This is an optimization exercise on Yosys and OpenROAD, whose aim is a short achievable clock period and few clock cycles, not a production implementation. No functional check of the RTL was part of any run shown here. Power and IR drop assume default switching activity.

--- design/flow/design.v ---
module icache_nway_lru #(
   parameter int ADDR_W = 32,
   parameter int WAYS   = 4,
   parameter int SETS   = 4,
   parameter int WPL    = 2,
   parameter int NPART  = 2
) (
   input  logic                clk,
   input  logic                reset,
   input  logic                proc_req,
   input  logic [ADDR_W-1:0]   address_from_proc,
   input  logic                flush,
   output logic [31:0]         data_to_proc,
   output logic                proc_resp_valid,
   output logic                hit_miss,
   output logic                busy,
   output logic                ram_req,
   output logic [ADDR_W-1:0]   address_to_ram,
   input  logic [32*WPL-1:0]   data_from_ram,
   input  logic                ram_access_done
);
   localparam int WSEL_W = $clog2(WPL);
   localparam int OFF    = WSEL_W + 2;
   localparam int IDX_W  = $clog2(SETS);
   localparam int TAG_W  = ADDR_W - OFF - IDX_W;
   localparam int NPAIR  = WAYS * (WAYS - 1) / 2;
   logic [SETS-1:0][WAYS-1:0]                  valid_q;
   logic [SETS-1:0][WAYS-1:0][TAG_W-1:0]       tag_q;
   logic [SETS-1:0][WAYS-1:0][WPL-1:0][31:0]   line_q;
   logic [SETS-1:0][NPAIR-1:0]                 ord_q;
   logic [SETS-1:0][WAYS-1:0]                  vic_q;
   logic [ADDR_W-1:OFF] addr_q;      
   logic [TAG_W-1:0]    req_tag_q;   
   logic [SETS-1:0]     req_set_q;   
   logic [WSEL_W-1:0]   req_word_q;
   logic [WAYS-1:0]     hit_oh_q;    
   logic                hit_q;       
   logic                ram_req_q;   
   logic                resp_q;
   logic                hit_miss_q;
   logic                flush_pend_q;  
   logic [NPART-1:0][31:0] part_q;
   logic [TAG_W-1:0]    in_tag;
   logic [IDX_W-1:0]    in_idx;
   logic [WSEL_W-1:0]   in_word;
   logic [SETS-1:0]     in_set;
   logic                accept;    
   logic                lookup;    
   logic [WAYS-1:0]     way_hit;
   logic                any_hit;
   logic [31:0]         hit_data;
   assign in_tag  = address_from_proc[ADDR_W-1:OFF+IDX_W];
   assign in_idx  = address_from_proc[OFF+IDX_W-1:OFF];
   assign in_word = address_from_proc[OFF-1:2];
   assign accept  = proc_req && !ram_req_q;
   assign lookup  = accept && !flush;
   always_comb begin
      for (int s = 0; s < SETS; s++)
         in_set[s] = (in_idx == IDX_W'(s));
   end
   always_comb begin
      for (int w = 0; w < WAYS; w++) begin
         way_hit[w] = 1'b0;
         for (int s = 0; s < SETS; s++)
            way_hit[w] = way_hit[w] ||
                         (in_set[s] && valid_q[s][w] && (tag_q[s][w] == in_tag));
         way_hit[w] = way_hit[w] && lookup;
      end
   end
   assign any_hit = |way_hit;
   logic [WAYS-1:0][31:0] cand;
   always_comb begin
      for (int w = 0; w < WAYS; w++) begin
         cand[w] = '0;
         for (int s = 0; s < SETS; s++)
            cand[w] = cand[w] | ({32{in_set[s]}} & line_q[s][w][in_word]);
      end
   end
   logic [NPART-1:0][31:0] part_d;
   always_comb begin
      for (int g = 0; g < NPART; g++) begin
         part_d[g] = '0;
         for (int w = g * WAYS / NPART; w < (g + 1) * WAYS / NPART; w++)
            part_d[g] = part_d[g] | ({32{way_hit[w]}} & cand[w]);
      end
      if (ram_req_q) part_d[0] = data_from_ram[32*req_word_q +: 32];
   end
   always_comb begin
      hit_data = '0;
      for (int g = 0; g < NPART; g++)
         hit_data = hit_data | part_q[g];
   end
   logic              done;
   logic              upd;        
   logic [WAYS-1:0]   cur_valid;
   logic [NPAIR-1:0]  cur_ord;
   logic [WAYS-1:0]   cur_vic;
   logic [WAYS-1:0]   acc;        
   logic [WAYS-1:0]   nxt_valid;
   logic [NPAIR-1:0]  nxt_ord;
   logic [WAYS-1:0]   lru;
   logic [WAYS-1:0]   nxt_vic;
   assign done = ram_req_q && ram_access_done;
   assign upd  = done || hit_q;
   always_comb begin
      cur_valid = '0;
      cur_ord   = '0;
      cur_vic   = '0;
      for (int s = 0; s < SETS; s++)
         if (req_set_q[s]) begin
            cur_valid = cur_valid | valid_q[s];
            cur_ord   = cur_ord   | ord_q[s];
            cur_vic   = cur_vic   | vic_q[s];
         end
   end
   assign acc       = ram_req_q ? cur_vic : hit_oh_q;
   assign nxt_valid = cur_valid | acc;
   always_comb begin
      int p;
      nxt_ord = cur_ord;
      p = 0;
      for (int i = 0; i < WAYS; i++)
         for (int j = i + 1; j < WAYS; j++) begin
            if (acc[i])      nxt_ord[p] = 1'b0;
            else if (acc[j]) nxt_ord[p] = 1'b1;
            p++;
         end
   end
   always_comb begin
      int p;
      lru = '1;
      p = 0;
      for (int i = 0; i < WAYS; i++)
         for (int j = i + 1; j < WAYS; j++) begin
            if (nxt_ord[p]) lru[j] = 1'b0;
            else            lru[i] = 1'b0;
            p++;
         end
   end
   always_comb begin
      logic found;
      nxt_vic = '0;
      found   = 1'b0;
      for (int w = 0; w < WAYS; w++)
         if (!nxt_valid[w] && !found) begin
            nxt_vic[w] = 1'b1;
            found      = 1'b1;
         end
      if (!found) nxt_vic = lru;
   end
   always_ff @(posedge clk) begin
      addr_q   <= address_from_proc[ADDR_W-1:OFF];
      hit_oh_q <= way_hit;
      part_q   <= part_d;
      if (accept) begin
         req_tag_q  <= in_tag;
         req_set_q  <= in_set;
         req_word_q <= in_word;
      end
   end
   always_ff @(posedge clk) begin
      if (!reset) begin
         ram_req_q    <= 1'b0;
         resp_q       <= 1'b0;
         hit_q        <= 1'b0;
         hit_miss_q   <= 1'b1;
         flush_pend_q <= 1'b0;
      end else begin
         resp_q     <= any_hit || done;
         hit_q      <= any_hit;
         hit_miss_q <= ram_req_q;
         if (ram_req_q) begin
            if (ram_access_done) ram_req_q <= 1'b0;
         end else begin
            ram_req_q <= proc_req && !any_hit;
         end
         if (done)                 flush_pend_q <= 1'b0;
         else if (ram_req_q && flush) flush_pend_q <= 1'b1;
      end
   end
   logic clear;
   assign clear = !reset || (flush && !ram_req_q) || (done && (flush || flush_pend_q));
   always_ff @(posedge clk) begin
      for (int s = 0; s < SETS; s++) begin
         if (clear) begin
            valid_q[s] <= '0;
            ord_q[s]   <= '0;
            vic_q[s]   <= WAYS'(1);
         end else if (upd && req_set_q[s]) begin
            valid_q[s] <= nxt_valid;
            ord_q[s]   <= nxt_ord;
            vic_q[s]   <= nxt_vic;
         end
      end
   end
   always_ff @(posedge clk) begin
      for (int s = 0; s < SETS; s++)
         for (int w = 0; w < WAYS; w++)
            if (reset && done && req_set_q[s] && vic_q[s][w]) begin
               tag_q[s][w]  <= req_tag_q;
               line_q[s][w] <= data_from_ram;
            end
   end
   assign data_to_proc    = hit_data;
   assign proc_resp_valid = resp_q;
   assign hit_miss        = hit_miss_q;
   assign busy            = ram_req_q;
   assign ram_req         = ram_req_q;
   assign address_to_ram  = {addr_q, OFF'(0)};
endmodule
--- design/flow/flow/run.sh ---
#!/bin/bash
# Standard layout, with timing repair aiming further below the clock period.
set -euo pipefail
bash standard.sh SETUP_SLACK_MARGIN=6 finish > orfs_make.log 2>&1
--- design/flow/standard.sh ---
#!/bin/bash
# synth_recipe.tcl (not shown) runs the flow's synth.tcl, then flattens the netlist and writes it again
# the make line also repeats each setting of config.mk as NAME=value (left out here)
make -C /OpenROAD-flow-scripts/flow DESIGN_CONFIG=/design/flow/config.mk WORK_HOME=/design/flow/orfs CLKGATE_MAP_FILE= SYNTH_SCRIPT=/design/flow/synth_recipe.tcl "${@:-finish}"
--- design/flow/config.mk ---
export PLATFORM = sky130hd
export DESIGN_NAME = icache_nway_lru
export DESIGN_NICKNAME = icache_nway_lru
export VERILOG_FILES = /design/flow/design.v
export SDC_FILE = /design/flow/constraint.sdc
export NUM_CORES = 8
export LEC_CHECK = 0
export ABC_CLOCK_PERIOD_IN_PS = 2000
export CAP_MARGIN = 20
export CORE_MARGIN = 2
export CORE_UTILIZATION = 65
export SETUP_SLACK_MARGIN = 5
export SLEW_MARGIN = 20
--- design/flow/constraint.sdc ---
create_clock -name core_clock -period 8.5 [get_ports {clk}]
set_input_delay 1.7000 -clock core_clock [delete_from_list [all_inputs] [get_ports {clk}]]
set_output_delay 1.7000 -clock core_clock [all_outputs]
set_load 0.01 [all_outputs]
==> impl_metrics.env, run 1 <==
export IMPL_end_kind="register"
export IMPL_synth_edf_count=1488
export IMPL_synth_warnings=1
export IMPL_worst_path_stages=11
export IMPL_path_max_fanout=6
export IMPL_die_x_um=316
export IMPL_fmax_mhz=307
export IMPL_finalCritPeriodShare=0.383
export IMPL_async_flop_share=0
export IMPL_design_area_um2=77000
export IMPL_synth_seq_cells=1646
export IMPL_powerDensity_nw_per_um2=218
export IMPL_first_global_vias=34762
export IMPL_final_nets=3811
export IMPL_worstHoldStart="ord_q[0]"
export IMPL_drt_iter0_drc=5418
export IMPL_dr_pass1_iters=8
export IMPL_syn_area_um2=63300
export IMPL_ir_drop_uv=194
export IMPL_leakage_nw=25.6
export IMPL_drive_gt1_frac=0.332
export IMPL_r2r_start="req_word_q"
export IMPL_rows=114
export IMPL_vias=35042
export IMPL_grt_max_degree=66
export IMPL_numCtsBuffers=162
export IMPL_seqCellArea_um2=47900
export IMPL_post_route_util=0.797
export IMPL_placement_cell_area_um2=66400
export IMPL_holdCritPathClass="reg2reg"
export IMPL_grtUsageTotal=0.361
export IMPL_critical_path_arrival_ns=3.91
export IMPL_gr_usage_met3=0.0795
export IMPL_cts_hold_fix_buffers=0
export IMPL_antenna_found_initial=20
export IMPL_rr_worst_depth=4
export IMPL_critPathTopFamily="simple AND/OR/NAND/NOR gates"
export IMPL_drc=0
export IMPL_critPathLaunchType="primary input"
export IMPL_yosysMostFrequentCell="edfxtp_1"
export IMPL_worst_slew_pin_slew_ns=1.24
export IMPL_cts_sinks=1646
export IMPL_insertion_delay_ns=0.78
export IMPL_tns_ns=0
export IMPL_crit_buf_inv=4
export IMPL_fin_skew_ns=0.0337
export IMPL_required_ns=9.15
export IMPL_slowest_stage="nand4_1"
export IMPL_wl_per_cell_um=35.2
export IMPL_gp_congestion=0.843
export IMPL_multi_input_area_um2=16400
export IMPL_start_util=0.656
export IMPL_ios=169
export IMPL_use_met1=0.500
export IMPL_clockRootBuffer="clkbuf_16"
export IMPL_vias_per_cell=6.84
export IMPL_area_delta_synth_final_pct=21.6
export IMPL_coreArea_um2=96600
export IMPL_cpMostUsedCell="buf_12"
export IMPL_setup_viol=0
export IMPL_final_min_clock_period_ns=3.26
export IMPL_dieHeight_um=316
export IMPL_fillerInstances=4845
export IMPL_crit_type="in2reg"
export IMPL_grt_pass1_wl_um=249000
export IMPL_synth_top_area_cell="edfxtp_1"
export IMPL_max_cap_violations=0
export IMPL_r2r_setup_slack_ns=5.89
export IMPL_ys_seq_area_frac=0.756
export IMPL_drv_slew=0
export IMPL_synthTopCellsByArea="edfxtp_1, mux4_2, dfxtp_1, xor2_1, mux2i_1"
export IMPL_syn_avg_cell_area_um2=19.6
export IMPL_path_clk_slew_ns=0.06
export IMPL_yosys_cell_types_count=54
export IMPL_synth_top_area_share=0.706
export IMPL_maxSlewHeadroom=0.170
export IMPL_h_tree_depth=4
export IMPL_reg2reg_to="part_q[16]"
export IMPL_die_area_um2=99900
export IMPL_netlist_top_cells_count="edfxtp_1, xor2_1, mux4_2, dfxtp_1, mux2i_1"
export IMPL_gr_usage_met2=0.561
export IMPL_hold_violations=0
export IMPL_slowest_delay_ns=0.34
export IMPL_place_detailed_hpwl_um=77100
export IMPL_cp_cell_sequence="buf_12, buf_12, buf_16, xor2_1, nor4_4, nand4_1, o22ai_4, o21ai_4, buf_12, nand4b_1, o22ai_2"
export IMPL_numPortBuffers=163
export IMPL_crit_path_start="address_from_proc[22]"
export IMPL_stdcell_count=5124
export IMPL_endpoint="ram_req_q"
export IMPL_clk_path_buf_depth=3
export IMPL_outcome="timing/DRC/antenna clean"
export IMPL_cts_tree="yes"
export IMPL_ant_nets=0
export IMPL_syn_inst=3229
export IMPL_layout_setup_ws_ns=5.24
export IMPL_rsz0062_at_grt="yes"
export IMPL_place_ws_ns=2.68
export IMPL_wirelength_um=180000
export IMPL_placed_cells=4541
export IMPL_busiest_layer="met2"
export IMPL_overflow=0
export IMPL_ys_flop_type="edfxtp_1"
==> layout by cell type (no fill, tap or decap), types with 11 or more instances in the layout <==
cell type	n
buf_2	18
clkbuf_8	12
mux2i_1	96
mux4_2	256
buf_8	20
dfxtp_2	29
a22oi_2	24
nor2_1	14
xor2_1	339
a22oi_1	34
nor4_1	50
dfxtp_1	128
buf_12	85
xnor2_2	15
clkinv_2	27
a21oi_1	32
o21ai_2	30
o22ai_2	30
clkbuf_16	176
buf_6	86
a211oi_2	16
nand4_1	44
clkbuf_1	47
mux2_2	64
xnor2_1	72
edfxtp_1	1488
buf_4	126
and3_4	48
bufbuf_16	11
and3_2	15
clkdlybuf4s50_1	66
nor4_2	37
nand2_1	80
buf_16	31
or2_4	32
clkinv_1	29
==> logic make-up after synthesis <==
logic type      count (synthesis)  synth area share
mux                           416             0.118
xor+xnor                      432            0.0599
buf+inv                       192            0.0163
other cells                     1         0.0000592
compound gates                217            0.0222
simple gates                  325            0.0284
flops                        1646             0.756
==> registers in the layout (all words and copies together) (netlist names), 4 cells and up <==
name	count
req_tag_q	27
valid_q	16
ord_q	24
line_q	1024
addr_q	29
hit_oh_q	4
req_set_q	4
vic_q	16
tag_q	432
part_q	64
==> worst register-to-register path: cells and delay by family, from the launching register on <==
family	cells	cell delay (ns)
buf+inv	1	0.57
mux	1	0.40
flops	1	1.16
compound gates	2	0.35
==> per-layer routing <==
layer	wire, µm	part of all wire	vias up
met3	21600	0.12	510
met1	64400	0.36	18093
met2	85100	0.47	2502
met4	9180	0.051	20
li1	-	-	13917
met5	133	0.00074	-
==> area by class of cell <==
| cell class | instances | share of cell area |
|---|---|---|
| flip-flops and latches | 1646 | 0.622 |
| multi-input cells | 1437 | 0.213 |
| repair buffers | 450 | 0.0786 |
| clock buffers | 228 | 0.0594 |
| well taps | 1276 | 0.0207 |
| clock inverters | 69 | 0.00567 |
| inverters | 13 | 0.000764 |
| diodes | 5 | 0.000163 |
==> worst min-delay path by stage <==
stage                 to  slack [ns]  cells after the start
2_1_floorplan   ord_q[0]        0.44                      2
3_3_place_gp    ord_q[8]        0.44                      2
3_5_place_dp    ord_q[0]        0.45                      2
4_1_cts         ord_q[8]        0.46                      2
5_1_grt        ord_q[10]        0.49                      2
6_report        ord_q[0]        0.46                      2
==> where the power goes <==
part	total, W	internal, W	leakage, nW	switching, W
clock network	0.00678	0.00386	2.45	0.00292
registers	0.00898	0.00888	14.7	0.0000956
logic	0.00101	0.000456	8.45	0.000558
total	0.0168	0.0132	25.6	0.00358
==> through the flow <==
stage	total power (W)	hold slack, ns
global route	0.0172	0.492
finish	0.0168	0.462
CTS	0.0167	0.458
global placement	0.00987	0.442
floorplan	0.00958	0.436
detailed placement	0.00990	0.450
==> timing repair <==
item	CTS	global route
pin swaps	147	47
cloned	70	12
resized for setup	803	146
buffers inserted	178	21
endpoints found under the setup margin	1680	713
==> inputs of run 2 (changes only) <==
--- a/design/flow/design.v
+++ b/design/flow/design.v
@@ -5,3 +5,3 @@
    parameter int WPL    = 2,
-   parameter int NPART  = 2
+   parameter int NPART  = 4
 ) (
--- a/design/flow/config.mk
+++ b/design/flow/config.mk
@@ -10,3 +10,3 @@
 export CORE_MARGIN = 2
-export CORE_UTILIZATION = 65
+export CORE_UTILIZATION = 40
 export SETUP_SLACK_MARGIN = 5
==> impl_metrics.env, run 2 <==
export IMPL_busiest_layer="met2"
export IMPL_syn_avg_cell_area_um2=19.3
export IMPL_place_ws_ns=2.91
export IMPL_final_nets=3990
export IMPL_drive_gt1_frac=0.343
export IMPL_p_switching_w=0.00398
export IMPL_largest_reg_flops=1024
export IMPL_fin_skew_ns=0.0455
export IMPL_coreArea_um2=161000
export IMPL_syn_area_um2=64800
export IMPL_dieHeight_um=406
export IMPL_synth_warnings=1
export IMPL_h_tree_depth=4
export IMPL_overflow=0
export IMPL_yosysMostFrequentCell="edfxtp_1"
export IMPL_max_cap_violations=0
export IMPL_hold_violations=0
export IMPL_tns_ns=0
export IMPL_layout_setup_ws_ns=4.89
export IMPL_finalCritPeriodShare=0.424
export IMPL_reg2reg_to="line_q[192]"
export IMPL_multi_input_area_um2=17200
export IMPL_clockPowerShare=0.419
export IMPL_start_util=0.403
export IMPL_rr_worst_depth=7
export IMPL_seqCellArea_um2=49200
export IMPL_placed_cells=5566
export IMPL_use_met1=0.328
export IMPL_powerDensity_nw_per_um2=218
export IMPL_r2r_start="ram_req_q"
export IMPL_numCtsBuffers=174
export IMPL_top_regs="line_q x1024, tag_q x432, part_q x128"
export IMPL_rows=147
export IMPL_fillerInstances=12833
export IMPL_switching_share=0.223
export IMPL_layout_common_cells="edfxtp_1, xor2_1, mux4_2"
export IMPL_ys_seq_area_frac=0.759
export IMPL_path_max_fanout=1
export IMPL_holdWs_ns=0.456
export IMPL_drt_iter0_drc=4884
export IMPL_async_flop_share=0
export IMPL_wl_per_cell_um=31.5
export IMPL_crit_type="reg2out"
export IMPL_rsz0062_at_grt="yes"
export IMPL_grt_max_degree=85
export IMPL_path_clk_slew_ns=0.06
export IMPL_die_x_um=406
export IMPL_wirelength_um=195000
export IMPL_gr_usage_met2=0.369
export IMPL_outcome="timing/DRC/antenna clean"
export IMPL_netlist_top_cells_count="edfxtp_1, xor2_1, mux4_2, dfxtp_1, mux2i_1"
export IMPL_gr_usage_met3=0.0431
export IMPL_grt_pass1_wl_um=267000
export IMPL_first_global_vias=33969
export IMPL_synth_seq_cells=1710
export IMPL_place_detailed_hpwl_um=79800
export IMPL_synthTopCellsByArea="edfxtp_1, mux4_2, dfxtp_1, xor2_1, mux2i_1"
export IMPL_required_ns=6.80
export IMPL_cts_sinks=1710
export IMPL_leakage_nw=27.2
export IMPL_critPathLaunchType="register"
export IMPL_gp_congestion=0.770
export IMPL_antenna_found_initial=16
export IMPL_critical_path_arrival_ns=1.91
export IMPL_synth_edf_count=1488
export IMPL_hold_path_cell_count=2
export IMPL_holdPathEnd="ord_q[4]"
export IMPL_stdcell_count=6199
export IMPL_worst_slew_pin_slew_ns=1.25
export IMPL_area_delta_synth_final_pct=26.1
export IMPL_drv_slew=0
export IMPL_ir_drop_uv=222
export IMPL_ys_flop_type="edfxtp_1"
export IMPL_die_area_um2=165000
export IMPL_combinationalPowerShare=0.061
export IMPL_holdCritPathClass="reg2reg"
export IMPL_p_int_w=0.0138
export IMPL_worstHoldStart="ord_q[4]"
export IMPL_r2r_setup_slack_ns=6.03
export IMPL_setup_viol=0
export IMPL_vias_per_cell=5.68
export IMPL_grtUsageTotal=0.234
export IMPL_final_min_clock_period_ns=3.61
export IMPL_maxSlewHeadroom=0.168
export IMPL_ios=169
export IMPL_synth_top_area_share=0.690
export IMPL_final_common_cell="edfxtp_1"
export IMPL_ant_nets=0
export IMPL_end_kind="output port"
export IMPL_cts_hold_fix_buffers=0
export IMPL_synth_top_area_cell="edfxtp_1"
export IMPL_fmax_mhz=277
export IMPL_clk_path_buf_depth=3
export IMPL_largest_register="line_q"
export IMPL_clockRootBuffer="clkbuf_16"
export IMPL_drc=0
export IMPL_p_seq_frac=0.520
export IMPL_numPortBuffers=163
export IMPL_vias=35188
export IMPL_dr_pass1_iters=6
export IMPL_yosys_cell_types_count=55
export IMPL_cts_tree="yes"
export IMPL_insertion_delay_ns=0.83
export IMPL_syn_inst=3354
==> run 2: cell type report <==
cell class	count	share of cell area
Sequential cell	1710	0.602
Multi-Input combinational cell	1499	0.211
Timing Repair Buffer	490	0.0845
Clock buffer	255	0.0602
Tap cell	2160	0.0331
Clock inverter	69	0.00870
Inverter	14	0.000644
Antenna cell	2	0.0000613
==> run 2: cells by family after synthesis <==
kind of cell,Yosys count,synth area share
buffers and inverters,191,0.0162
AO/OA/AOI/OAI,153,0.0154
flip-flops,1710,0.759
other,1,0.0000579
XOR/XNOR,432,0.0585
multiplexers,416,0.114
AND/OR/NAND/NOR,451,0.0368
==> run 2: worst max-delay path by stage <==
| stage | start | to | slack, ns | cells past startpoint |
|---|---|---|---|---|
| floorplan | address_from_proc[11] | part_q[100] | 5.25 | 9 |
| global placement | address_from_proc[21] | hit_q | 2.92 | 10 |
| detailed placement | address_from_proc[21] | hit_q | 2.91 | 10 |
| CTS | part_q[98] | data_to_proc[2] | 4.86 | 2 |
| global route | part_q[2] | data_to_proc[2] | 4.86 | 2 |
| finish | part_q[2] | data_to_proc[2] | 4.89 | 2 |
==> run 2: critical path: stages, from the launching register on <==
cell and delay [ns]:
dfxtp_1 0.30, or4_4 0.62, buf_6 0.16
==> run 2: power groups by stage <==
| stage | clock network [W] | registers, W | logic, W |
|---|---|---|---|
| 6_report | 0.00747 | 0.00927 | 0.00109 |
| 5_1_grt | 0.00789 | 0.00926 | 0.00114 |
| 4_1_cts | 0.00757 | 0.00926 | 0.00107 |
| 3_5_place_dp | 0 | 0.00944 | 0.000791 |
| 3_3_place_gp | 0 | 0.00944 | 0.000788 |
| 2_1_floorplan | 0 | 0.00939 | 0.000493 |
==> run 2: metrics by stage <==
stage	utilization	instance area (µm²)	power (W)
after floorplan	-	65700	0.00988
after global placement	0.431	69200	0.0102
after detailed placement	0.431	69200	0.0102
after CTS	0.502	80600	0.0179
after global routing	0.508	81600	0.0183
final	0.508	81600	0.0178
==> run 2: timing repair <==
action,4_1_cts,5_1_grt
buffers inserted,200,10
cloned,87,10
setup endpoints to repair,1712,452
pin swaps,192,64
resized for setup,929,162
endpoints found under the hold margin,0,0
==> run 2: routing by layer <==
metal / vias up / part of all wire
met2: 1826 / 0.47
met1: 18690 / 0.41
met5: - / 0.00056
li1: 14339 / -
met3: 317 / 0.090
met4: 16 / 0.031
==> inputs of run 3 (changes only) <==
--- a/design/flow/design.v
+++ b/design/flow/design.v
@@ -41,3 +41,3 @@
    logic                flush_pend_q;  
-   logic [NPART-1:0][31:0] part_q;
+   logic [NPART-1:0][31:0] part_n_q;  
    logic [TAG_W-1:0]    in_tag;
@@ -88,5 +88,6 @@
    always_comb begin
-      hit_data = '0;
+      hit_data = '1;
       for (int g = 0; g < NPART; g++)
-         hit_data = hit_data | part_q[g];
+         hit_data = hit_data & part_n_q[g];
+      hit_data = ~hit_data;
    end
@@ -153,3 +154,3 @@
       hit_oh_q <= way_hit;
-      part_q   <= part_d;
+      part_n_q <= ~part_d;
       if (accept) begin
==> impl_metrics.env, run 3 <==
export IMPL_critical_path_arrival_ns=1.71
export IMPL_syn_area_um2=64600
export IMPL_top_regs="line_q x1024, tag_q x432, part_n_q x128"
export IMPL_rsz0062_at_grt="yes"
export IMPL_antenna_found_initial=19
export IMPL_overflow=0
export IMPL_grt_pass1_wl_um=264000
export IMPL_p_seq_frac=0.519
export IMPL_dieHeight_um=406
export IMPL_start_util=0.403
export IMPL_largest_register="line_q"
export IMPL_numCtsBuffers=175
export IMPL_area_delta_synth_final_pct=24.7
export IMPL_worst_slew_pin_slew_ns=1.26
export IMPL_worst_path_stages=2
export IMPL_cts_tree="yes"
export IMPL_fin_skew_ns=0.0602
export IMPL_drive_gt1_frac=0.370
export IMPL_stdcell_count=6173
export IMPL_r2r_start="tag_q[61]"
export IMPL_ant_nets=0
export IMPL_fillerInstances=12913
export IMPL_synth_warnings=1
export IMPL_coreArea_um2=161000
export IMPL_synth_top_area_share=0.691
export IMPL_path_clk_slew_ns=0.06
export IMPL_place_ws_ns=2.63
export IMPL_max_cap_violations=0
export IMPL_wirelength_um=193000
export IMPL_crit_type="reg2out"
export IMPL_drt_iter0_drc=4723
export IMPL_p_int_w=0.0139
export IMPL_holdCritPathClass="reg2reg"
export IMPL_first_global_vias=33805
export IMPL_die_area_um2=165000
export IMPL_gp_congestion=0.775
export IMPL_synth_top_area_cell="edfxtp_1"
export IMPL_placed_cells=5532
export IMPL_grtUsageTotal=0.231
export IMPL_synthTopCellsByArea="edfxtp_1, mux4_2, dfxtp_1, xor2_1, mux2_2"
export IMPL_vias_per_cell=5.64
export IMPL_critPathTopFamily="flip-flops"
export IMPL_crit_buf_inv=1
export IMPL_ios=169
export IMPL_rr_worst_depth=9
export IMPL_yosysMostFrequentCell="edfxtp_1"
export IMPL_powerDensity_nw_per_um2=222
export IMPL_insertion_delay_ns=0.83
export IMPL_drv_slew=0
export IMPL_dr_pass1_iters=5
export IMPL_ys_seq_area_frac=0.760
export IMPL_numPortBuffers=163
export IMPL_cp_cell_sequence="nand4_1, buf_2"
export IMPL_cts_sinks=1710
export IMPL_yosys_cell_types_count=51
export IMPL_die_x_um=406
export IMPL_clockPowerShare=0.424
export IMPL_syn_avg_cell_area_um2=19.5
export IMPL_ys_flop_type="edfxtp_1"
export IMPL_hold_path_cell_count=2
export IMPL_rows=147
export IMPL_hold_violations=0
export IMPL_async_flop_share=0
export IMPL_slowest_delay_ns=0.32
export IMPL_final_common_cell="edfxtp_1"
export IMPL_clockRootBuffer="clkbuf_16"
export IMPL_place_detailed_hpwl_um=81300
export IMPL_end_kind="output port"
export IMPL_synth_edf_count=1488
export IMPL_drc=0
export IMPL_combinationalPowerShare=0.057
export IMPL_slowest_stage="dfxtp_2"
export IMPL_ir_drop_uv=183
export IMPL_final_min_clock_period_ns=3.41
export IMPL_required_ns=6.80
export IMPL_r2r_setup_slack_ns=5.85
export IMPL_final_nets=3950
export IMPL_fmax_mhz=293
export IMPL_path_max_fanout=1
export IMPL_tns_ns=0
export IMPL_layout_setup_ws_ns=5.09
export IMPL_wl_per_cell_um=31.2
export IMPL_critPathLaunchType="register"
export IMPL_cts_hold_fix_buffers=0
export IMPL_setup_viol=0
export IMPL_holdPathEnd="ord_q[13]"
export IMPL_h_tree_depth=4
export IMPL_netlist_top_cells_count="edfxtp_1, xor2_1, mux4_2, dfxtp_1, nand2_1"
export IMPL_reg2reg_to="part_n_q[94]"
export IMPL_p_switching_w=0.00395
export IMPL_vias=34829
export IMPL_leakage_nw=26.7
export IMPL_worstHoldStart="ord_q[13]"
export IMPL_largest_reg_flops=1024
export IMPL_outcome="timing/DRC/antenna clean"
export IMPL_switching_share=0.221
export IMPL_layout_common_cells="edfxtp_1, xor2_1, mux4_2"
export IMPL_syn_inst=3320
export IMPL_clk_path_buf_depth=3
export IMPL_grt_max_degree=73
export IMPL_synth_seq_cells=1710
export IMPL_finalCritPeriodShare=0.401
export IMPL_maxSlewHeadroom=0.161
==> run 3: changes by cell type in the layout (fill, tap and decap cells not counted), moves of 49 or more <==
cell / delta
nor2_4: -72
mux2_2: +128
nand2_2: +65
dfxtp_1: -49
dfxtp_2: +49
mux2i_1: -128
==> run 3: worst max-delay path by stage <==
stage                             to  slack (ns)                  start
detailed placement      part_n_q[88]        2.63  address_from_proc[17]
floorplan                  line_q[0]        5.08                  reset
global placement        part_n_q[64]        2.66  address_from_proc[17]
finish               data_to_proc[5]        5.09            part_n_q[5]
global route        data_to_proc[10]        5.06           part_n_q[10]
CTS                 data_to_proc[10]        5.02           part_n_q[74]
==> run 3: cell type report <==
| type | instances | area, µm² | share of cell area |
|---|---|---|---|
| flip-flops and latches | 1710 | 49200 | 0.611 |
| multi-input cells | 1469 | 16600 | 0.205 |
| repair buffers | 482 | 6330 | 0.0786 |
| clock buffers | 262 | 4910 | 0.0609 |
| well taps | 2160 | 2700 | 0.0335 |
| clock inverters | 69 | 769 | 0.00955 |
| inverters | 11 | 85.1 | 0.00106 |
| diodes | 10 | 25.0 | 0.000310 |
==> run 3: cells by family after synthesis <==
logic type | synth area share
other cells | 0.0000580
xor+xnor | 0.0585
compound gates | 0.0164
mux | 0.117
flops | 0.760
buf+inv | 0.0151
simple gates | 0.0329
==> run 3: worst register-to-register path: cells and delay by family (launching register included) <==
family,cells,cell delay (ns)
AND/OR/NAND/NOR,3,0.89
buffers and inverters,3,0.55
flip-flops,1,0.48
AO/OA/AOI/OAI,2,0.34
XOR/XNOR,1,0.23
==> run 3: what timing repair did <==
item                        CTS  global route
setup endpoints to repair  1690           341
resized for setup           916           166
gates cloned                 86             6
setup buffers               186            22
pin swaps                   123            69
==> run 3: power by group through the flow <==
stage / Clock, W / Combinational (W) / Sequential [W]
after global placement: 0 / 0.000767 / 0.00945
after global routing: 0.00798 / 0.00108 / 0.00927
final: 0.00757 / 0.00103 / 0.00927
after floorplan: 0 / 0.000499 / 0.00939
after detailed placement: 0 / 0.000771 / 0.00945
after CTS: 0.00767 / 0.000985 / 0.00927
==> run 3: metal layers <==
| layer | global-route usage | vias up | share of wire |
|---|---|---|---|
| met1 | 0.320 | 18447 | 0.40 |
| met2 | 0.370 | 1808 | 0.48 |
| met3 | 0.0444 | 293 | 0.091 |
| met4 | 0.0702 | 4 | 0.030 |
| li1 | - | 14277 | - |
| met5 | 0 | - | 0.00013 |
==> run 3: metrics by stage <==
| stage | cell area (µm²) | power (W) | utilization | hold slack (ns) |
|---|---|---|---|---|
| floorplan | 65700 | 0.00989 | - | 0.436 |
| global placement | 68900 | 0.0102 | 0.429 | 0.441 |
| detailed placement | 68900 | 0.0102 | 0.429 | 0.446 |
| CTS | 79600 | 0.0179 | 0.496 | 0.454 |
| global route | 80600 | 0.0183 | 0.502 | 0.468 |
| finish | 80600 | 0.0179 | 0.502 | 0.453 |
==> inputs of run 4 (changes only) <==
--- a/design/flow/design.v
+++ b/design/flow/design.v
@@ -5,3 +5,3 @@
    parameter int WPL    = 2,
-   parameter int NPART  = 4
+   parameter int NPART  = 2
 ) (
==> impl_metrics.env, run 4 <==
export IMPL_outcome="timing/DRC/antenna clean"
export IMPL_ys_seq_area_frac=0.755
export IMPL_largest_register="line_q"
export IMPL_wirelength_um=187000
export IMPL_wl_per_cell_um=31.5
export IMPL_final_common_cell="edfxtp_1"
export IMPL_p_int_w=0.0136
export IMPL_r2r_start="tag_q[356]"
export IMPL_cp_cell_sequence="buf_6, buf_12, buf_8, buf_4, xor2_1, nor4_1, nand4_1, o22ai_2, o21ai_4, buf_12, buf_16, o22a_1"
export IMPL_crit_buf_inv=6
export IMPL_clockRootBuffer="clkbuf_16"
export IMPL_drv_slew=0
export IMPL_yosysMostFrequentCell="edfxtp_1"
export IMPL_insertion_delay_ns=0.83
export IMPL_critPathTopFamily="buffers and inverters"
export IMPL_ir_drop_uv=207
export IMPL_drive_gt1_frac=0.320
export IMPL_area_delta_synth_final_pct=24.2
export IMPL_path_max_fanout=8
export IMPL_die_area_um2=162000
export IMPL_synth_seq_cells=1646
export IMPL_cts_hold_fix_buffers=0
export IMPL_final_min_clock_period_ns=3.31
export IMPL_multi_input_area_um2=16400
export IMPL_top_regs="line_q x1024, tag_q x432, part_n_q x64"
export IMPL_design_area_um2=78700
export IMPL_fillerInstances=12754
export IMPL_powerDensity_nw_per_um2=223
export IMPL_place_detailed_hpwl_um=82400
export IMPL_hold_violations=0
export IMPL_rsz0062_at_grt="yes"
export IMPL_grt_max_degree=106
export IMPL_holdCritPathClass="reg2reg"
export IMPL_synth_warnings=1
export IMPL_maxSlewHeadroom=0.177
export IMPL_synth_top_area_share=0.705
export IMPL_path_clk_slew_ns=0.06
export IMPL_layout_common_cells="edfxtp_1, xor2_1, mux4_2"
export IMPL_placement_cell_area_um2=67800
export IMPL_drt_iter0_drc=4366
export IMPL_grtUsageTotal=0.229
export IMPL_numCtsBuffers=170
export IMPL_seqCellArea_um2=47900
export IMPL_crit_type="in2reg"
export IMPL_largest_reg_flops=1024
export IMPL_fmax_mhz=302
export IMPL_syn_inst=3267
export IMPL_slowest_stage="nor4_1"
export IMPL_gp_congestion=0.787
export IMPL_combinationalPowerShare=0.059
export IMPL_rows=146
export IMPL_leakage_nw=26.1
export IMPL_ios=169
export IMPL_synthTopCellsByArea="edfxtp_1, mux4_2, dfxtp_1, xor2_1, mux2i_1"
export IMPL_required_ns=9.20
export IMPL_worstHoldStart="req_tag_q[9]"
export IMPL_die_x_um=402
export IMPL_ant_nets=0
export IMPL_synth_top_area_cell="edfxtp_1"
export IMPL_max_cap_violations=0
export IMPL_drc=0
export IMPL_dieHeight_um=402
export IMPL_setup_viol=0
export IMPL_holdWs_ns=0.448
export IMPL_p_switching_w=0.00391
export IMPL_synth_edf_count=1488
export IMPL_switching_share=0.223
export IMPL_worst_slew_pin_slew_ns=1.23
export IMPL_slowest_delay_ns=0.31
export IMPL_dr_pass1_iters=5
export IMPL_syn_avg_cell_area_um2=19.4
export IMPL_netlist_top_cells_count="edfxtp_1, xor2_1, mux4_2, mux2i_1, dfxtp_1"
export IMPL_syn_area_um2=63400
export IMPL_async_flop_share=0
export IMPL_overflow=0
export IMPL_coreArea_um2=158000
export IMPL_first_global_vias=33443
export IMPL_fin_skew_ns=0.0696
export IMPL_tns_ns=0
export IMPL_cpMostUsedCell="buf_12"
export IMPL_start_util=0.402
export IMPL_ys_flop_type="edfxtp_1"
export IMPL_cts_tree="yes"
export IMPL_clockPowerShare=0.430
export IMPL_clk_path_buf_depth=3
export IMPL_numPortBuffers=163
export IMPL_crit_path_start="address_from_proc[15]"
export IMPL_grt_pass1_wl_um=260000
export IMPL_antenna_found_initial=22
export IMPL_critPathLaunchType="primary input"
export IMPL_critical_path_arrival_ns=4.01
export IMPL_cts_sinks=1646
export IMPL_final_nets=3842
export IMPL_h_tree_depth=4
export IMPL_vias=34152
export IMPL_post_route_util=0.499
export IMPL_end_kind="register"
export IMPL_finalCritPeriodShare=0.389
export IMPL_p_seq_frac=0.511
export IMPL_yosys_cell_types_count=52
export IMPL_vias_per_cell=5.73
## run 4: changes by cell type in the layout (fill, tap and decap cells not counted), sizes merged, moves of 43 or more
cell / before / now
clkbuf: 268 / 225
dfxtp: 222 / 158
mux2: 160 / 0
mux2i: 0 / 160
xnor2: 44 / 88
xor2: 388 / 344
## run 4: cells by family after synthesis
| logic type | after synthesis | synth area share |
|---|---|---|
| AO/OA/AOI/OAI | 217 | 0.0229 |
| other | 1 | 0.0000591 |
| XOR/XNOR | 432 | 0.0597 |
| flip-flops | 1646 | 0.755 |
| buffers and inverters | 197 | 0.0174 |
| multiplexers | 416 | 0.116 |
| AND/OR/NAND/NOR | 358 | 0.0291 |
## run 4: cell type report
cell class                 count  area share
sequential                  1646       0.609
multi-input combinational   1463       0.208
timing repair buffer         446      0.0771
clock buffer                 223      0.0583
tap                         2072      0.0329
clock inverter                91      0.0141
inverter                      14    0.000667
antenna                        4    0.000127
## run 4: layer usage
metal,global-route usage,part of all wire,vias up
met1,0.333,0.42,18140
met4,0.0620,0.025,28
met3,0.0521,0.098,275
li1,-,-,13987
met2,0.349,0.46,1722
met5,0,0.00089,-
## run 4: worst paths after layout
kind	end	cells after the start	slack [ns]
setup / recovery	part_n_q[61]	12	5.19
hold / removal	tag_q[360]	0	0.45
setup reg to reg	part_n_q[11]	9	5.97
hold reg to reg	tag_q[360]	0	0.45
## run 4: stage by stage
stage                     total power (W)  worst slack, ns  std cells
after floorplan                   0.00959             5.14       3269
after global placement            0.00994             2.55       5391
after detailed placement          0.00995             2.53       5392
after CTS                          0.0176             5.32       5933
after global routing               0.0180             5.22       5957
final                              0.0176             5.19       5959
## run 4: power by group through the flow
stage / clock network (W) / registers (W) / logic (W)
2_1_floorplan: 0 / 0.00909 / 0.000499
3_3_place_gp: 0 / 0.00915 / 0.000793
3_5_place_dp: 0 / 0.00915 / 0.000799
4_1_cts: 0.00765 / 0.00898 / 0.000992
5_1_grt: 0.00797 / 0.00898 / 0.00109
6_report: 0.00754 / 0.00898 / 0.00103
## run 4: what timing repair did
| item | 4_1_cts | 5_1_grt |
|---|---|---|
| setup buffers | 155 | 20 |
| resized for setup | 874 | 129 |
| pin swaps | 93 | 53 |
| setup endpoints to repair | 1650 | 565 |
| gates cloned | 72 | 1 |
| endpoints found under the hold margin | 0 | 0 |
==> inputs of run 5 (changes only) <==
--- a/design/flow/design.v
+++ b/design/flow/design.v
@@ -5,3 +5,4 @@
    parameter int WPL    = 2,
-   parameter int NPART  = 2
+   parameter int NPART  = 2,
+   parameter int TDUP   = 2
 ) (
@@ -26,4 +27,11 @@
    localparam int NPAIR  = WAYS * (WAYS - 1) / 2;
+   logic [TDUP-1:0][TAG_W-1:0] tag_mask;
+   for (genvar gk = 0; gk < TDUP; gk++) begin : g_tag_mask_k
+      for (genvar gb = 0; gb < TAG_W; gb++) begin : g_tag_mask_b
+         assign tag_mask[gk][gb] = (gk == 1) || (gk == 2 && gb % 2 == 0) ||
+                                   (gk == 3 && gb % 2 == 1);
+      end
+   end
    logic [SETS-1:0][WAYS-1:0]                  valid_q;
-   logic [SETS-1:0][WAYS-1:0][TAG_W-1:0]       tag_q;
+   logic [TDUP-1:0][SETS-1:0][WAYS-1:0][TAG_W-1:0] tag_q;
    logic [SETS-1:0][WAYS-1:0][WPL-1:0][31:0]   line_q;
@@ -60,11 +68,14 @@
    end
-   always_comb begin
-      for (int w = 0; w < WAYS; w++) begin
-         way_hit[w] = 1'b0;
-         for (int s = 0; s < SETS; s++)
-            way_hit[w] = way_hit[w] ||
-                         (in_set[s] && valid_q[s][w] && (tag_q[s][w] == in_tag));
-         way_hit[w] = way_hit[w] && lookup;
-      end
-   end
+   logic [TDUP-1:0][WAYS-1:0] way_hit_k;
+   always_comb begin
+      for (int k = 0; k < TDUP; k++)
+         for (int w = 0; w < WAYS; w++) begin
+            way_hit_k[k][w] = 1'b0;
+            for (int s = 0; s < SETS; s++)
+               way_hit_k[k][w] = way_hit_k[k][w] ||
+                  (in_set[s] && valid_q[s][w] && ((tag_q[k][s][w] ^ tag_mask[k]) == in_tag));
+            way_hit_k[k][w] = way_hit_k[k][w] && lookup;
+         end
+   end
+   assign way_hit = way_hit_k[0];
    assign any_hit = |way_hit;
@@ -83,3 +94,4 @@
          for (int w = g * WAYS / NPART; w < (g + 1) * WAYS / NPART; w++)
-            part_d[g] = part_d[g] | ({32{way_hit[w]}} & cand[w]);
+            for (int b = 0; b < 32; b++)
+               part_d[g][b] = part_d[g][b] | (way_hit_k[b * TDUP / 32][w] & cand[w][b]);
       end
@@ -200,3 +212,4 @@
             if (reset && done && req_set_q[s] && vic_q[s][w]) begin
-               tag_q[s][w]  <= req_tag_q;
+               for (int k = 0; k < TDUP; k++)
+                  tag_q[k][s][w] <= req_tag_q ^ tag_mask[k];
                line_q[s][w] <= data_from_ram;
==> impl_metrics.env, run 5 <==
export IMPL_outcome="timing/DRC/antenna clean"
export IMPL_required_ns=9.23
export IMPL_die_area_um2=209000
export IMPL_switching_share=0.226
export IMPL_async_flop_share=0
export IMPL_critical_path_arrival_ns=3.95
export IMPL_worst_slew_pin_slew_ns=1.19
export IMPL_coreArea_um2=204000
export IMPL_top_regs="line_q x1024, tag_q x864, part_n_q x64"
export IMPL_synth_seq_cells=2078
export IMPL_p_switching_w=0.00494
export IMPL_finalCritPeriodShare=0.379
export IMPL_syn_avg_cell_area_um2=18.8
export IMPL_clockRootBuffer="clkbuf_16"
export IMPL_synth_top_area_share=0.703
export IMPL_drc=0
export IMPL_numCtsBuffers=210
export IMPL_drv_slew=0
export IMPL_drt_iter0_drc=5865
export IMPL_syn_inst=4358
export IMPL_combinationalPowerShare=0.068
export IMPL_netlist_top_cells_count="edfxtp_1, xor2_1, mux4_2, xnor2_1, nor4_1"
export IMPL_p_int_w=0.0169
export IMPL_yosys_cell_types_count=53
export IMPL_start_util=0.401
export IMPL_path_max_fanout=16
export IMPL_crit_type="in2reg"
export IMPL_fillerInstances=16688
export IMPL_final_common_cell="edfxtp_1"
export IMPL_max_cap_violations=0
export IMPL_h_tree_depth=4
export IMPL_layout_common_cells="edfxtp_1, xor2_1, mux4_2"
export IMPL_dr_pass1_iters=5
export IMPL_gp_congestion=0.796
export IMPL_maxSlewHeadroom=0.208
export IMPL_antenna_found_initial=41
export IMPL_fmax_mhz=310
export IMPL_insertion_delay_ns=0.88
export IMPL_wirelength_um=246000
export IMPL_fin_skew_ns=0.0634
export IMPL_rsz0062_at_grt="yes"
export IMPL_ys_seq_area_frac=0.742
export IMPL_vias=44073
export IMPL_layout_setup_ws_ns=5.28
export IMPL_tns_ns=0
export IMPL_end_kind="register"
export IMPL_setup_viol=0
export IMPL_numPortBuffers=163
export IMPL_rows=166
export IMPL_synth_warnings=1
export IMPL_synth_edf_count=1920
export IMPL_path_clk_slew_ns=0.06
export IMPL_die_x_um=457
export IMPL_ios=169
export IMPL_overflow=0
export IMPL_largest_reg_flops=1024
export IMPL_holdCritPathClass="reg2reg"
export IMPL_wl_per_cell_um=31.6
export IMPL_final_min_clock_period_ns=3.22
export IMPL_leakage_nw=33.0
export IMPL_powerDensity_nw_per_um2=219
export IMPL_ir_drop_uv=185
export IMPL_syn_area_um2=82000
export IMPL_clk_path_buf_depth=3
export IMPL_grt_pass1_wl_um=331000
export IMPL_cts_tree="yes"
export IMPL_vias_per_cell=5.66
export IMPL_ant_nets=0
export IMPL_cts_sinks=2078
export IMPL_largest_register="line_q"
export IMPL_place_ws_ns=3.04
export IMPL_synthTopCellsByArea="edfxtp_1, mux4_2, xor2_1, dfxtp_1, xnor2_1"
export IMPL_synth_top_area_cell="edfxtp_1"
export IMPL_grtUsageTotal=0.226
export IMPL_clockPowerShare=0.416
export IMPL_area_delta_synth_final_pct=22.0
export IMPL_yosysMostFrequentCell="edfxtp_1"
export IMPL_drive_gt1_frac=0.272
export IMPL_dieHeight_um=457
export IMPL_p_seq_frac=0.516
export IMPL_final_nets=5018
export IMPL_critPathLaunchType="primary input"
export IMPL_place_detailed_hpwl_um=115000
export IMPL_hold_violations=0
export IMPL_ys_flop_type="edfxtp_1"
export IMPL_first_global_vias=42080
export IMPL_grt_max_degree=75
-- run 5: changes by cell type after synthesis, moves of 16 or more --
cell | previous run | this run
buf_2 | 66 | 50
buf_4 | 21 | 44
buf_6 | 27 | 70
edfxtp_1 | 1488 | 1920
inv_1 | 10 | 33
nand4_1 | 45 | 77
nor4_1 | 88 | 186
xnor2_1 | 88 | 248
xor2_1 | 344 | 616
-- run 5: power groups by stage --
| stage | sequential [W] | clock [W] | combinational, W |
|---|---|---|---|
| finish | 0.0113 | 0.00909 | 0.00148 |
| global route | 0.0113 | 0.00961 | 0.00154 |
| CTS | 0.0113 | 0.00920 | 0.00134 |
| detailed placement | 0.0115 | 0 | 0.00113 |
| global placement | 0.0115 | 0 | 0.00113 |
| floorplan | 0.0115 | 0 | 0.000678 |
-- run 5: critical path: stages --
cell	delay, ns
buf_16	0.15
buf_16	0.16
buf_12	0.14
buf_12	0.13
xnor2_1	0.14
nor4_1	0.23
nand4_1	0.35
nor4_4	0.37
o41ai_4	0.11
buf_12	0.18
o22a_1	0.23
-- run 5: cell type report --
cell class	instances	area, µm²	share of cell area
Inverter	33	124	0.00124
Antenna cell	8	20.0	0.000200
Timing Repair Buffer	552	7510	0.0751
Multi-Input combinational cell	2042	21400	0.214
Tap cell	2688	3360	0.0336
Sequential cell	2078	60900	0.609
Clock buffer	286	5680	0.0568
Clock inverter	104	1050	0.0105
-- run 5: per-stage QoR --
step / cells / util / area [µm²] / hold slack [ns] / power (W)
after detailed placement: 7092 / 0.424 / 86500 / 0.438 / 0.0126
after global placement: 7092 / 0.424 / 86500 / 0.430 / 0.0126
after floorplan: 4360 / - / 82900 / 0.432 / 0.0122
after global routing: 7785 / 0.490 / 100000 / 0.457 / 0.0224
final: 7791 / 0.490 / 100000 / 0.451 / 0.0219
after CTS: 7635 / 0.476 / 97200 / 0.451 / 0.0218
-- run 5: routing by layer --
| metal | routed length, µm | vias up | global-route usage |
|---|---|---|---|
| li1 | - | 18149 | - |
| met1 | 98700 | 23330 | 0.317 |
| met2 | 116000 | 2169 | 0.358 |
| met3 | 24500 | 395 | 0.0471 |
| met4 | 6310 | 30 | 0.0575 |
| met5 | 188 | - | 0 |
-- run 5: final timing paths --
kind                                             from      endpoint  slack [ns]  depth (start not counted)
worst max register to register            valid_q[10]  part_n_q[43]        5.76                          8
worst min register to register          req_tag_q[25]    tag_q[133]        0.45                          0
worst max-delay path            address_from_proc[17]  part_n_q[48]        5.28                         11
worst min-delay path                    req_tag_q[25]    tag_q[133]        0.45                          0
-- run 5: cells by family after synthesis --
| family | count (synthesis) | share of synthesized area |
|---|---|---|
| compound gates | 216 | 0.0185 |
| xor+xnor | 864 | 0.0923 |
| buf+inv | 268 | 0.0227 |
| flops | 2078 | 0.742 |
| mux | 416 | 0.0899 |
| other cells | 1 | 0.0000457 |
| simple gates | 515 | 0.0347 |
-- run 5: timing repair --
action	in CTS	in global routing
pin swaps	96	81
gates cloned	55	21
endpoints found under the setup margin	2080	330
buffers inserted	98	124
hold buffers	0	0
gates resized for setup	796	231

## static timing again, ports no longer ideal
How much do the figures lean on ideal ports? The routed layouts below were timed once more, with nothing changed but the port constraints. Step 1 sets driving cells, clkbuf_16 on the clock port and buf_2 on the other inputs (assumed; they add their load-dependent delay and slew). Step 2 moves the port delays by t, midway between the first and last clock arrival at a register: inputs arrive t later, outputs are due t later. That takes back most of the time a late clock gives input paths. Slacks: ideal ports / drivers / drivers and shift; pairs: ideal ports / drivers.
| run | shift t [ns] | slack for setup (ns) | worst setup path at the end | worst register clock-pin slew, ns |
|---|---|---|---|---|
| run 1 | 0.837 | 5.242 / 5.138 / 4.301 | input to register | 0.07 / 0.07 |
| run 2 | 0.889 | 4.892 / 4.812 / 4.323 | input to register | 0.08 / 0.08 |
| run 3 | 0.885 | 5.092 / 5.009 / 4.270 | input to register | 0.06 / 0.06 |
| run 4 | 0.879 | 5.191 / 5.237 / 4.358 | input to register | 0.07 / 0.07 |
| run 5 | 0.925 | 5.278 / 4.867 / 3.942 | input to register | 0.07 / 0.07 |
After both steps every run listed still meets setup and hold. The setup slack of run 5, which loses most, moves by -0.411 ns with the drivers and by -1.336 ns with both steps.
